Source: an optimization exercise on an open RTL-to-GDS flow (aim: small area, a short achievable clock period and few clock cycles per item). Production flows keep margins and buffers that such runs may drop. Only simulation tests tie the RTL to the original design; equivalence was not proved. Power figures rest on the tool's default switching activity, not on a simulated workload.

Design pu_fabric, start of the top module:
module pu_fabric #(
    parameter int BUS_STAGES = pu_pkg::BUS_STAGES_DEF,
    parameter int NEIGH_STAGES = pu_pkg::NEIGH_STAGES_DEF,
    parameter int WR_DEPTH = pu_pkg::WR_DEPTH_DEF,
    parameter int RD_DEPTH = pu_pkg::RD_DEPTH_DEF
) (
    input  wire logic             clk,
    input  wire logic             rstn,
    input  wire pu_pkg::pe_mask_t dest_valid,
    input  wire logic [pu_pkg::NUM_PE*pu_pkg::LOG_NUM_PE-1:0] dest_addr,
    input  wire logic [pu_pkg::NUM_PE*pu_pkg::DATA_LEN-1:0] dest_data,
    output pu_pkg::pe_mask_t      fifo_full,
    output pu_pkg::pe_mask_t      src_valid,
    output logic      [pu_pkg::NUM_PE*pu_pkg::DATA_LEN-1:0] src_data,
    input  wire pu_pkg::pe_mask_t src_rq,
    input  wire logic [pu_pkg::NUM_PE*pu_pkg::DATA_LEN-1:0] neigh_in,
    input  wire pu_pkg::pe_mask_t neigh_in_v,
    output logic      [pu_pkg::NUM_PE*pu_pkg::DATA_LEN-1:0] neigh_out,
    output pu_pkg::pe_mask_t      neigh_out_v,
    input  wire logic             start,
    input  wire logic             eoc,
    input  wire pu_pkg::pe_mask_t pe_eol,
    input  wire pu_pkg::pe_mask_t pe_eoi,
    output logic                  inst_eol,
    output logic                  eoi_pu
);
    bus_arbiter bus_xbar (
        .clk        (clk),
        .rstn       (rstn),
        .dest_valid (dest_valid),
        .dest_addr  (dest_addr),
        .dest_data  (dest_data),
        .fifo_full  (fifo_full),
        .src_rq     (src_rq),
        .src_valid  (src_valid),
        .src_data   (src_data)
    );
    neigh_ring #(
        .STAGES (NEIGH_STAGES)
    ) neigh_ring_inst (
        .clk         (clk),
        .rstn        (rstn),
        .neigh_in    (neigh_in),
        .neigh_in_v  (neigh_in_v),
        .neigh_out   (neigh_out),
        .neigh_out_v (neigh_out_v)
    );
    done_tracker done_tracker_inst (
        .clk      (clk),
        .rstn     (rstn),
  ...
For scale: about 2000 cells after synthesis, roughly 400 flip-flops.
==> flow/config.mk <==
export PLATFORM = sky130hd
export DESIGN_NAME = pu_fabric
export DESIGN_NICKNAME = pu_fabric
export VERILOG_FILES = /design/flow/design.v
export SDC_FILE = /design/flow/constraint.sdc
export NUM_CORES = 4
export LEC_CHECK = 0
export CAP_MARGIN = 20
export CORE_MARGIN = 2
export CORE_UTILIZATION = 40
export CTS_BUF_LIST = sky130_fd_sc_hd__clkbuf_8 sky130_fd_sc_hd__clkbuf_16
export CTS_CLUSTER_DIAMETER = 80
export CTS_CLUSTER_SIZE = 30
export PLACE_DENSITY = 0.45
export SETUP_SLACK_MARGIN = 2.95
export SLEW_MARGIN = 20
export SYNTH_HIERARCHICAL = 1
export BUFFER_PORTS_ARGS = -buffer_cell sky130_fd_sc_hd__buf_1
==> flow/constraint.sdc <==
create_clock -name core_clock -period 6.5 [get_ports {clk}]
set_input_delay 1.3000 -clock core_clock [delete_from_list [all_inputs] [get_ports {clk}]]
set_output_delay 1.3000 -clock core_clock [all_outputs]
set_load 0.01 [all_outputs]
standard.sh (not shown) runs the stock make flow with config.mk's settings and CLKGATE_MAP_FILE= SYNTH_SCRIPT=/design/flow/synth_recipe.tcl, a recipe that flattens the netlist after the stock synthesis.
==> flow/flow/run.sh <==
#!/bin/bash
set -o pipefail
cp standard.sh standard_copy.txt 2>/dev/null
echo "export BUFFER_PORTS_ARGS = -buffer_cell sky130_fd_sc_hd__buf_1" >> config.mk
bash standard.sh > standard.log 2>&1
The starting point went through all stages and came out clean.
Testbench counts at the start, summed over its fixed seeds: cycles 887, words 4,096.
==> next run, changes <==
- SETUP_SLACK_MARGIN: 2.95 -> 3.05
Wire length climbs by about 0.7%.
Power climbs by about 2%.
Die area does not change.
Count of clock-buffer cells in the layout is unchanged.
Critical path depth does not change.
Sequential share of layout area drops by 0.93 points.
Core utilization climbs by 1.1 points.

========
== the baseline ==
pu_fabric, a different RTL version from the one above (not shown whole).
For scale: ~2,000 cells after synthesis, roughly 610 I/O pins, about 23,000 µm² of cells after synthesis.
export LEC_CHECK = 0
export CAP_MARGIN = 20
export CORE_MARGIN = 2
export CORE_UTILIZATION = 40
export CTS_BUF_LIST = sky130_fd_sc_hd__clkbuf_8 sky130_fd_sc_hd__clkbuf_16
export CTS_CLUSTER_DIAMETER = 80
export CTS_CLUSTER_SIZE = 30
export PLACE_DENSITY = 0.45
export SETUP_SLACK_MARGIN = 3.05
export SLEW_MARGIN = 20
export SYNTH_HIERARCHICAL = 1
export BUFFER_PORTS_ARGS = -buffer_cell sky130_fd_sc_hd__buf_1
create_clock -name core_clock -period 6.5 [get_ports {clk}]
Scripts as last shown in full above: flow/flow/run.sh
The baseline: all stages complete, timing, DRC and antenna checks passed
Testbench counts of the baseline, summed over its fixed seeds: cycles 887, words 4,096.
Changes in the candidate relative to the baseline:
Settings: swapping 0.45 for 0.5 in PLACE_DENSITY; swapping 40 for 45 in CORE_UTILIZATION.
### Flow results
Comparing the baseline and the candidate, the higher number of buffers and inverters on the critical path is on the baseline.
Per the comparison of the candidate with the baseline, critical path depth saw a decrease, non-clock buffer share of cell area went up by 1.4 points.

========
== v6 ==
Another version of the RTL of pu_fabric (not shown whole).
For scale: ~2100 cells after synthesis.
Settings: LEC_CHECK=0, CAP_MARGIN=20, CORE_MARGIN=2, CORE_UTILIZATION=40, CTS_BUF_LIST=sky130_fd_sc_hd__clkbuf_8 sky130_fd_sc_hd__clkbuf_16, CTS_CLUSTER_DIAMETER=80, CTS_CLUSTER_SIZE=30, PLACE_DENSITY=0.45, SETUP_SLACK_MARGIN=3.05, SLEW_MARGIN=20, SYNTH_HIERARCHICAL=1, TNS_END_PERCENT=5, BUFFER_PORTS_ARGS=-buffer_cell sky130_fd_sc_hd__buf_1; clock period 6.5 ns.
Scripts as last shown in full above: flow/flow/run.sh
Testbench counts of v6, summed over its fixed seeds: cycles 887, words 4,096.
#### Input delta (v7 over v6)
--- a/flow/config.mk
+++ b/flow/config.mk
@@ -16,4 +16,3 @@
 export SLEW_MARGIN = 20
 export SYNTH_HIERARCHICAL = 1
-export TNS_END_PERCENT = 5
 export BUFFER_PORTS_ARGS = -buffer_cell sky130_fd_sc_hd__buf_1
==> comparison <==
v7 ran to completion and came out clean on the timing, design-rule and antenna checks. Cmp v6 and v7 / delay of the slowest cell on the worst path / lower: v7. Going from v6 to v7, global routing met3 resource utilization held steady, met1 demand-to-capacity share in global routing grew by 0.18 points, transition time at the pin with the least slew margin shrank by 0.0090 ns, sequential share of layout area shrank by 1.1 points, post-synthesis sequential area ratio held steady. Measured against each other, v6 and v7 differ in switching power share of the total, the lower figure coming from v7. Taking v6 as the reference, in v7 cell count saw an increase, worst relative slew slack saw an increase. Relative to v6, setup slack of the critical path after layout has gone up in v7. v7 vs v6: wire length of the first global-routing pass up slightly.

========
Setup of the reference run:
RTL: one of the versions met above, not the one the previous note started from.
Size in the first run: roughly 2000 cells after synthesis, roughly 400 flip-flops, about 610 I/O pins, ~23000 um2 of cells after synthesis.
export LEC_CHECK = 0
export CAP_MARGIN = 20
export CORE_MARGIN = 2
export CORE_UTILIZATION = 40
export CTS_BUF_LIST = sky130_fd_sc_hd__clkbuf_8 sky130_fd_sc_hd__clkbuf_16
export CTS_CLUSTER_DIAMETER = 60
export CTS_CLUSTER_SIZE = 20
export PLACE_DENSITY = 0.45
export SETUP_SLACK_MARGIN = 3.05
export SLEW_MARGIN = 20
export SYNTH_HIERARCHICAL = 1
export BUFFER_PORTS_ARGS = -buffer_cell sky130_fd_sc_hd__buf_1
create_clock -name core_clock -period 6.5 [get_ports {clk}]
Scripts as last shown in full above: flow/flow/run.sh
Testbench counts of the reference run, summed over its fixed seeds: cycles 887, words 4,096.
The following lists how the trial run was set up differently from the reference run:
- SETUP_SLACK_MARGIN changed from 3.05 to 3.15
- CTS_CLUSTER_DIAMETER changed from 60 to 80
- CTS_CLUSTER_SIZE changed from 20 to 30
### Flow results
Summary of the trial run over the reference run: H-tree level count saw a decrease, design area rose by about 2.8%, total power rose by about 1.3%, share of power burned in the clock network fell by 2.5 points.
Final worst-path setup slack: higher on the trial run
Going from the reference run to the trial run, the total routed wirelength was found to have gone up by about 1.1%.
In the reports for the reference run and the trial run, the smaller post-CTS clock slew at the launch and capture registers of the worst setup and hold paths belongs to the reference run.

========
lane 2:
pu_fabric with an RTL version that a note above also has.
For scale: roughly 2000 cells after synthesis, ~400 flip-flops, about 23000 sq um of cells after synthesis.
## pu_fabric
module pu_fabric #(
    parameter int BUS_STAGES = pu_pkg::BUS_STAGES_DEF,
    parameter int NEIGH_STAGES = pu_pkg::NEIGH_STAGES_DEF,
    parameter int WR_DEPTH = pu_pkg::WR_DEPTH_DEF,
    parameter int RD_DEPTH = pu_pkg::RD_DEPTH_DEF
) (
    input  wire logic             clk,
    input  wire logic             rstn,
    input  wire pu_pkg::pe_mask_t dest_valid,
    input  wire logic [pu_pkg::NUM_PE*pu_pkg::LOG_NUM_PE-1:0] dest_addr,
    input  wire logic [pu_pkg::NUM_PE*pu_pkg::DATA_LEN-1:0] dest_data,
    output pu_pkg::pe_mask_t      fifo_full,
    output pu_pkg::pe_mask_t      src_valid,
    output logic      [pu_pkg::NUM_PE*pu_pkg::DATA_LEN-1:0] src_data,
    input  wire pu_pkg::pe_mask_t src_rq,
    input  wire logic [pu_pkg::NUM_PE*pu_pkg::DATA_LEN-1:0] neigh_in,
    input  wire pu_pkg::pe_mask_t neigh_in_v,
    output logic      [pu_pkg::NUM_PE*pu_pkg::DATA_LEN-1:0] neigh_out,
    output pu_pkg::pe_mask_t      neigh_out_v,
    input  wire logic             start,
    input  wire logic             eoc,
    input  wire pu_pkg::pe_mask_t pe_eol,
    input  wire pu_pkg::pe_mask_t pe_eoi,
    output logic                  inst_eol,
    output logic                  eoi_pu
);
    bus_arbiter bus_xbar (
        .clk        (clk),
        .rstn       (rstn),
        .dest_valid (dest_valid),
        .dest_addr  (dest_addr),
        .dest_data  (dest_data),
        .fifo_full  (fifo_full),
        .src_rq     (src_rq),
        .src_valid  (src_valid),
        .src_data   (src_data)
    );
    neigh_ring #(
        .STAGES (NEIGH_STAGES)
    ) neigh_ring_inst (
        .clk         (clk),
        .rstn        (rstn),
        .neigh_in    (neigh_in),
        .neigh_in_v  (neigh_in_v),
        .neigh_out   (neigh_out),
        .neigh_out_v (neigh_out_v)
    );
    done_tracker done_tracker_inst (
        .clk      (clk),
        .rstn     (rstn),
        .start    (start),
        .eoc      (eoc),
        .pe_eol   (pe_eol),
        .pe_eoi   (pe_eoi),
        .inst_eol (inst_eol),
        .eoi_pu   (eoi_pu)
    );
endmodule
Settings: LEC_CHECK=0, CAP_MARGIN=20, CORE_MARGIN=2, CORE_UTILIZATION=40, CTS_BUF_LIST=sky130_fd_sc_hd__clkbuf_8 sky130_fd_sc_hd__clkbuf_16, CTS_CLUSTER_DIAMETER=80, CTS_CLUSTER_SIZE=30, PLACE_DENSITY=0.45, SETUP_SLACK_MARGIN=3.15, SLEW_MARGIN=20, SYNTH_HIERARCHICAL=1, BUFFER_PORTS_ARGS=-buffer_cell sky130_fd_sc_hd__buf_1; clock period 6.5 ns.
Scripts as last shown in full above: flow/flow/run.sh
Lane 2 did not stop at any stage, and its layout met the timing, design-rule and antenna checks.
Testbench counts of lane 2, summed over its fixed seeds: cycles 887, words 4,096.
The following lists how lane 4 was set up differently from lane 2:
# lane 2
export LEC_CHECK = 0
export CAP_MARGIN = 20
export CORE_MARGIN = 2
export CORE_UTILIZATION = 40
export CTS_BUF_LIST = sky130_fd_sc_hd__clkbuf_8 sky130_fd_sc_hd__clkbuf_16
export CTS_CLUSTER_DIAMETER = 80
export CTS_CLUSTER_SIZE = 30
export PLACE_DENSITY = 0.45
export SETUP_SLACK_MARGIN = 3.15
export SLEW_MARGIN = 20
export SYNTH_HIERARCHICAL = 1
export BUFFER_PORTS_ARGS = -buffer_cell sky130_fd_sc_hd__buf_1
create_clock -name core_clock -period 6.5 [get_ports {clk}]
# lane 4
export LEC_CHECK = 0
export CAP_MARGIN = 20
export CORE_MARGIN = 2
export CORE_UTILIZATION = 40
export CTS_BUF_LIST = sky130_fd_sc_hd__clkbuf_8 sky130_fd_sc_hd__clkbuf_16
export CTS_CLUSTER_DIAMETER = 60
export CTS_CLUSTER_SIZE = 20
export PLACE_DENSITY = 0.45
export SETUP_SLACK_MARGIN = 3.05
export SLEW_MARGIN = 20
export SYNTH_HIERARCHICAL = 1
export BUFFER_PORTS_ARGS = -buffer_cell sky130_fd_sc_hd__buf_1
create_clock -name core_clock -period 6.5 [get_ports {clk}]
## What came out
- Between lane 4 and lane 2, the sequential power is lower for lane 2.
- Diff lane 4 and lane 2: cell count along the critical path lower in lane 2
- Diff lane 4 and lane 2: placed wire-length estimate lower in lane 2
- Between lane 2 and lane 4, length of routed met3 wiring decreased.
- When lane 4 is measured against lane 2, its design area turns out 450 sq um lower.
- Delta (lane 4 minus lane 2): mean routed wirelength per cell now larger; final routed wirelength across all metal layers picked up an extra about 2.1%.

re-timing with driven ports:
Ports are ideal in the flow. The routed layouts listed here were re-timed in OpenROAD.
Step 1, drivers: a clkbuf_16 drives clk and a buf_2 each remaining input, both assumed.
Step 2 times the ports against the registers' clock, not the clock port: input delays grow and output delays shrink by t, the midpoint of the rising clock arrivals with the driver on.
a / b / c = ideal ports / drivers / drivers and shift; a / b = the first two.
run	shift t [ns]	slack for setup (ns)	hold WS [ns]	worst register clock-pin slew, ns
the first run of note 1	0.683	2.963 / 2.896 / 2.466	0.568 / 0.568 / 0.568	0.11 / 0.11
the second run of note 1	0.682	3.009 / 2.937 / 2.448	0.567 / 0.567 / 0.567	0.11 / 0.11
the baseline	0.697	3.040 / 2.932 / 2.349	0.572 / 0.572 / 0.572	0.11 / 0.11
the candidate	0.679	2.993 / 2.928 / 2.383	0.566 / 0.560 / 0.581	0.11 / 0.11
v6	0.660	2.898 / 2.837 / 2.301	0.572 / 0.572 / 0.572	0.11 / 0.11
v7	0.659	3.043 / 2.926 / 2.405	0.571 / 0.571 / 0.571	0.11 / 0.11
the reference run	0.626	3.051 / 2.948 / 2.478	0.564 / 0.564 / 0.564	0.09 / 0.09
the trial run	0.678	3.060 / 2.961 / 2.467	0.568 / 0.568 / 0.568	0.11 / 0.11
lane 2	0.671	3.025 / 2.927 / 2.326	0.565 / 0.565 / 0.565	0.11 / 0.11
lane 4	0.662	3.007 / 2.912 / 2.417	0.561 / 0.561 / 0.561	0.08 / 0.08
After both steps every run listed still meets setup and hold. For lane 2, which loses most, drivers alone change the setup slack by -0.098 ns; drivers and shift together by -0.699 ns.
